Source: an optimization exercise on an open RTL-to-GDS flow (aim: small area and a short achievable clock period). Production flows keep margins and buffers that such runs may drop.
Only simulation tests tie the RTL to the original design; equivalence was not proved.
Power figures rest on the tool's default switching activity, not on a simulated workload.

## the reference run
==> flow/design.v <==
package caster_pkg;
    localparam int MEM_WORD_BYTES = 8;
    localparam int MEM_BL_W       = 6;
    typedef enum logic [1:0] {
        IDLE = 2'd0,
        DATA = 2'd1,
        CMD  = 2'd2
    } wb_state_t;
endpackage
module wb_fifo #(
    parameter int STAGES = 16,
    parameter int WIDTH  = 64
) (
    input  logic             clk,
    input  logic             rst_n,
    input  logic             i_push,
    input  logic [WIDTH-1:0] i_wdata,
    input  logic             i_pop,
    output logic [WIDTH-1:0] o_head
);
    localparam int HALF = STAGES / 2;
    logic [STAGES-1:0] r_vld;
    logic              r_upper_full;    
    logic [WIDTH-1:0]  r_dat [STAGES];
    logic [STAGES-1:0] w_hole;          
    logic [STAGES-1:0] w_vld_nx;
    for (genvar i = 0; i < STAGES; i++) begin : g_hole
        if (i >= HALF) begin : g_upper
            assign w_hole[i] = ~&r_vld[STAGES-1:i];
        end else begin : g_lower
            assign w_hole[i] = ~&r_vld[HALF-1:i] | ~r_upper_full;
        end
    end
    for (genvar i = 0; i < STAGES; i++) begin : g_stage
        always_ff @(posedge clk) begin
            if (w_hole[i]) begin
                if (i == 0) r_dat[i] <= i_wdata;
                else        r_dat[i] <= r_dat[(i == 0) ? 0 : i-1];
            end
        end
        if (i == 0) begin : g_first
            assign w_vld_nx[i] = i_push | (r_vld[i] & ~w_hole[i+1]);
        end else if (i == STAGES-1) begin : g_last
            assign w_vld_nx[i] = (r_vld[i-1] & w_hole[i]) | (r_vld[i] & ~i_pop);
        end else begin : g_mid
            assign w_vld_nx[i] = (r_vld[i-1] & w_hole[i]) | (r_vld[i] & ~w_hole[i+1]);
        end
    end
    always_ff @(posedge clk or negedge rst_n) begin
        if (!rst_n) begin
            r_vld        <= '0;
            r_upper_full <= 1'b0;
        end else begin
            r_vld        <= w_vld_nx;
            r_upper_full <= &w_vld_nx[STAGES-1:HALF];
        end
    end
    assign o_head = r_dat[STAGES-1];
endmodule
module vram_writeback #(
    parameter int                ADDR_W     = 30,
    parameter logic [ADDR_W-1:0] BASE_ADDR  = '0,
    parameter int                FIFO_DEPTH = 64,
    parameter int                BURST_LEN  = 16,
    parameter int                FLUSH_IDLE = 16
) (
    input  logic                          clk,
    input  logic                          rst_n,
    input  logic                          b_trigger,
    input  logic [63:0]                   bo_pixel,
    input  logic                          bo_valid,
    output logic                          mem_wr_valid,
    input  logic                          mem_wr_ready,
    output logic [63:0]                   mem_wr_data,
    output logic                          mem_cmd_valid,
    input  logic                          mem_cmd_ready,
    output logic [ADDR_W-1:0]             mem_cmd_addr,
    output logic [5:0]                    mem_cmd_bl,
    output logic                          status_ovf,
    output logic [$clog2(FIFO_DEPTH):0]   status_level
);
    localparam int LVL_W  = $clog2(FIFO_DEPTH) + 1;
    localparam int LANES  = 4;
    localparam int IDLE_W = $clog2(FLUSH_IDLE + 1);
    if (FIFO_DEPTH != 64 || BURST_LEN != 16 || FLUSH_IDLE != 16) begin : g_bad_param
        $error("vram_writeback: lane FIFO is built for 64 words, 16-word bursts and a 16-cycle flush");
    end
    logic [1:0]          r_state;
    logic [LVL_W-1:0]    r_level;
    logic [1:0]          r_wr_lane;
    logic [LANES-1:0]    r_rd_oh;       
    logic [63:0]         r_wr_data;     
    logic [3:0]          r_rem;         
    logic [ADDR_W-1:0]   r_wr_addr;
    logic [5:0]          r_cmd_bl;
    logic                r_trig_d;
    logic                r_trig_pend;
    logic                r_ovf;
    logic [IDLE_W-1:0]   r_idle_cnt;
    logic                w_idle;
    logic                w_full;
    logic                w_nonempty;
    logic                w_push;
    logic                w_pop;
    logic                w_start16;
    logic                w_flush;
    logic                w_start;
    logic                w_trig_svc;
    logic                w_last;
    logic [1:0]          w_state_nx;
    logic [LANES-1:0]    w_sel;         
    logic [5:0]          w_start_bl;
    logic [63:0]         w_head [LANES];
    logic [63:0]         w_rdata;
    assign w_idle     = (r_state == 2'd0);
    assign w_full     = r_level[LVL_W-1];
    assign w_nonempty = |r_level;
    assign w_push     = bo_valid & ~w_full;
    assign w_pop      = r_state[0] & mem_wr_ready;
    assign w_start16  = |r_level[LVL_W-1:4];
    assign w_flush    = w_nonempty & (r_idle_cnt == IDLE_W'(FLUSH_IDLE));
    assign w_start    = w_idle & (w_start16 | w_flush);
    assign w_trig_svc = w_idle & r_trig_pend & ~w_nonempty;
    assign w_last     = w_pop & (r_rem == 4'd0);
    assign w_start_bl = {2'b00, w_start16 ? 4'd15 : r_level[3:0] - 4'd1};
    for (genvar l = 0; l < LANES; l++) begin : g_lane
        wb_fifo #(
            .STAGES (FIFO_DEPTH / LANES),
            .WIDTH  (64)
        ) u_lane (
            .clk     (clk),
            .rst_n   (rst_n),
            .i_push  (w_push && (r_wr_lane == 2'(l))),
            .i_wdata (bo_pixel),
            .i_pop   (w_pop & r_rd_oh[l]),
            .o_head  (w_head[l])
        );
    end
    always_comb begin
        for (int l = 0; l < LANES; l++) begin
            w_sel[l] = (w_start & r_rd_oh[l]) |
                       (r_state[0] & ~mem_wr_ready & r_rd_oh[l]) |
                       (r_state[0] & mem_wr_ready & (r_rem != 4'd0) & r_rd_oh[(l + LANES - 1) % LANES]);
        end
        w_rdata = '0;
        for (int l = 0; l < LANES; l++) begin
            w_rdata = w_rdata | (w_head[l] & {64{w_sel[l]}});
        end
    end
    always_comb begin
        w_state_nx = r_state;
        if (w_start) w_state_nx = 2'd1;
        else if (r_state[0] && w_last) w_state_nx = 2'd2;
        else if (r_state[1] && mem_cmd_ready) w_state_nx = 2'd0;
    end
    always_ff @(posedge clk or negedge rst_n) begin
        if (!rst_n) begin
            r_idle_cnt <= '0;
        end else if (bo_valid) begin
            r_idle_cnt <= '0;
        end else if (r_idle_cnt != IDLE_W'(FLUSH_IDLE)) begin
            r_idle_cnt <= r_idle_cnt + IDLE_W'(1);
        end
    end
    always_ff @(posedge clk or negedge rst_n) begin
        if (!rst_n) begin
            r_state     <= 2'd0;
            r_level     <= '0;
            r_wr_lane   <= '0;
            r_rd_oh     <= LANES'(1);
            r_wr_data   <= '0;
            r_rem       <= '0;
            r_wr_addr   <= BASE_ADDR;
            r_cmd_bl    <= '0;
            r_trig_d    <= 1'b0;
            r_trig_pend <= 1'b0;
            r_ovf       <= 1'b0;
        end else begin
            r_state   <= w_state_nx;
            if (w_push && !w_pop) begin
                r_level <= r_level + LVL_W'(1);
            end else if (!w_push && w_pop) begin
                r_level <= r_level - LVL_W'(1);
            end
            r_wr_lane <= r_wr_lane + 2'(w_push);
            if (w_pop) begin
                r_rd_oh <= {r_rd_oh[LANES-2:0], r_rd_oh[LANES-1]};
            end
            r_wr_data <= w_rdata;
            r_trig_d <= b_trigger;
            if (b_trigger && !r_trig_d) begin
                r_trig_pend <= 1'b1;
            end else if (w_trig_svc) begin
                r_trig_pend <= 1'b0;
            end
            if (bo_valid && w_full) begin
                r_ovf <= 1'b1;
            end
            if (w_trig_svc) begin
                r_wr_addr <= BASE_ADDR;
            end else if (r_state[1] && mem_cmd_ready) begin
                r_wr_addr <= r_wr_addr + (ADDR_W'(r_cmd_bl[3:0]) + ADDR_W'(1)) * ADDR_W'(caster_pkg::MEM_WORD_BYTES);
            end
            if (w_start) begin
                r_cmd_bl <= w_start_bl;
                r_rem    <= w_start_bl[3:0];
            end else if (w_pop) begin
                r_rem    <= r_rem - 4'd1;
            end
        end
    end
    assign mem_wr_valid  = r_state[0];
    assign mem_wr_data   = r_wr_data;
    assign mem_cmd_valid = r_state[1];
    assign mem_cmd_addr  = r_wr_addr;
    assign mem_cmd_bl    = r_cmd_bl;
    assign status_ovf    = r_ovf;
    assign status_level  = r_level;
endmodule
clock: 6.0 ns
lec_check: 0
abc_clock_period_in_ps: 2500
cap_margin: 20
core_area: 2 2 436.195 436.195
cts_cluster_diameter: 80
cts_cluster_size: 30
die_area: 0 0 438.195 438.195
setup_slack_margin: 3.5
slew_margin: 20
synth_memory_max_bits: 8192
tns_end_percent: 100
run.sh (not shown) runs the stock make flow with config.mk's settings and CLKGATE_MAP_FILE= SYNTH_SCRIPT=/design/flow/synth_recipe.tcl, a recipe that flattens the netlist after the stock synthesis.
Edits applied to the flow inputs when going from the reference run to the trial run:
==> flow/flow/run.sh (new file) <==
#!/bin/bash
# The standard layout, except that the port buffers are plain buf_2 cells and, after global
# placement, each output port buffer is moved next to the register that drives it.
# Each tool's output goes to a log of its own here (ORFS also keeps per-step logs in orfs/logs).
set -euo pipefail
export BUFFER_PORTS_ARGS="-buffer_cell sky130_fd_sc_hd__buf_2"
bash standard.sh 3_3_place_gp > standard_place.log 2>&1
ODB="$PWD/orfs/results/sky130hd/vram_writeback/base/3_3_place_gp.odb" \
  openroad -no_init -exit flow/near_flops.tcl > near_flops.log 2>&1
bash standard.sh > standard.log 2>&1
==> flow/flow/near_flops.tcl (new file) <==
# Move each output port's buffer next to the register that drives it, so that the register
# drives a short net and the (stronger) port buffer drives the long wire to the pin.
# Runs on the global placement result; detailed placement legalises the moved buffers.
read_db $::env(ODB)
set block [ord::get_db_block]
set moved 0
foreach bterm [$block getBTerms] {
  if {[$bterm getIoType] != "OUTPUT"} continue
  set net [$bterm getNet]
  if {$net == "NULL" || $net == ""} continue
  set drv ""
  foreach it [$net getITerms] { if {[$it isOutputSignal]} { set drv $it } }
  if {$drv == ""} continue
  set buf [$drv getInst]
  set inet ""
  foreach it [$buf getITerms] { if {[$it isInputSignal]} { set inet [$it getNet] } }
  if {$inet == "" || $inet == "NULL"} continue
  set src ""
  foreach it [$inet getITerms] { if {[$it isOutputSignal]} { set src [$it getInst] } }
  if {$src == ""} continue
  if {![string match "sky130_fd_sc_hd__df*" [[$src getMaster] getName]]} continue
  set loc [$src getLocation]
  set w [[$src getMaster] getWidth]
  $buf setPlacementStatus PLACED
  $buf setLocation [expr {[lindex $loc 0] + $w}] [lindex $loc 1]
  incr moved
}
puts "moved $moved output buffers"
write_db $::env(ODB)
==> flow/standard.sh (new file) <==
#!/bin/bash
# synth_recipe.tcl (not shown) runs the flow's synth.tcl, then flattens the netlist and writes it again
# the make line also repeats each setting of config.mk as NAME=value (left out here)
make -C /OpenROAD-flow-scripts/flow DESIGN_CONFIG=/design/flow/config.mk WORK_HOME=/design/flow/orfs CLKGATE_MAP_FILE= SYNTH_SCRIPT=/design/flow/synth_recipe.tcl "${@:-finish}"
removed: flow/run.sh
In summary, the trial run completed successfully, with a layout that passed the timing, DRC and antenna checks. Between the trial run and the reference run, worst clock skew is higher for the trial run, the reference run comes in under that. Relative to the reference run, the area taken by multi-input logic gates measured on the trial run has decreased slightly. The power of the trial run and that of the reference run are within noise of each other. Count of cells resized by post-cts repair came out lower on the trial run than on the reference run. Of the trial run and the reference run, the lower area of all placed cells without fillers belongs to the trial run. Diff the reference run -> the trial run: clock network fraction of design power increased 0.5 points; global-route usage essentially unchanged. Summary of the comparison: combinational power is lower in the trial run, relative to the reference run. Looking at post-placement worst setup slack, the trial run sits above the reference run. Critical path depth: the trial run vs the reference run identical.

-- re-timing with driven ports --
How much do the figures lean on ideal ports? The routed layouts below were timed once more, with nothing changed but the port constraints. Step 1 sets driving cells, clkbuf_16 on the clock port and buf_2 on the other inputs (assumed; they add their load-dependent delay and slew). Step 2 also shifts input and output timing later by t, the mid clock arrival at the registers, as if the neighbouring blocks saw the same clock. a / b / c = no drivers / after step 1 / after step 2; a / b = the first two.
| run | t, ns | setup slack, ns | worst setup path at the end | worst register clock-pin slew, ns | worst slew at a driven data input, ns |
|---|---|---|---|---|---|
| the reference run | 0.942 | 3.308 / 3.214 / 2.704 | input to register | 0.11 / 0.11 | 0.13 |
| the trial run | 0.951 | 3.354 / 3.253 / 2.664 | input to register | 0.11 / 0.11 | 0.15 |
After both steps setup and hold are still met in every run listed. The setup slack of the trial run, which loses most, moves by -0.101 ns with the drivers and by -0.690 ns with both steps.
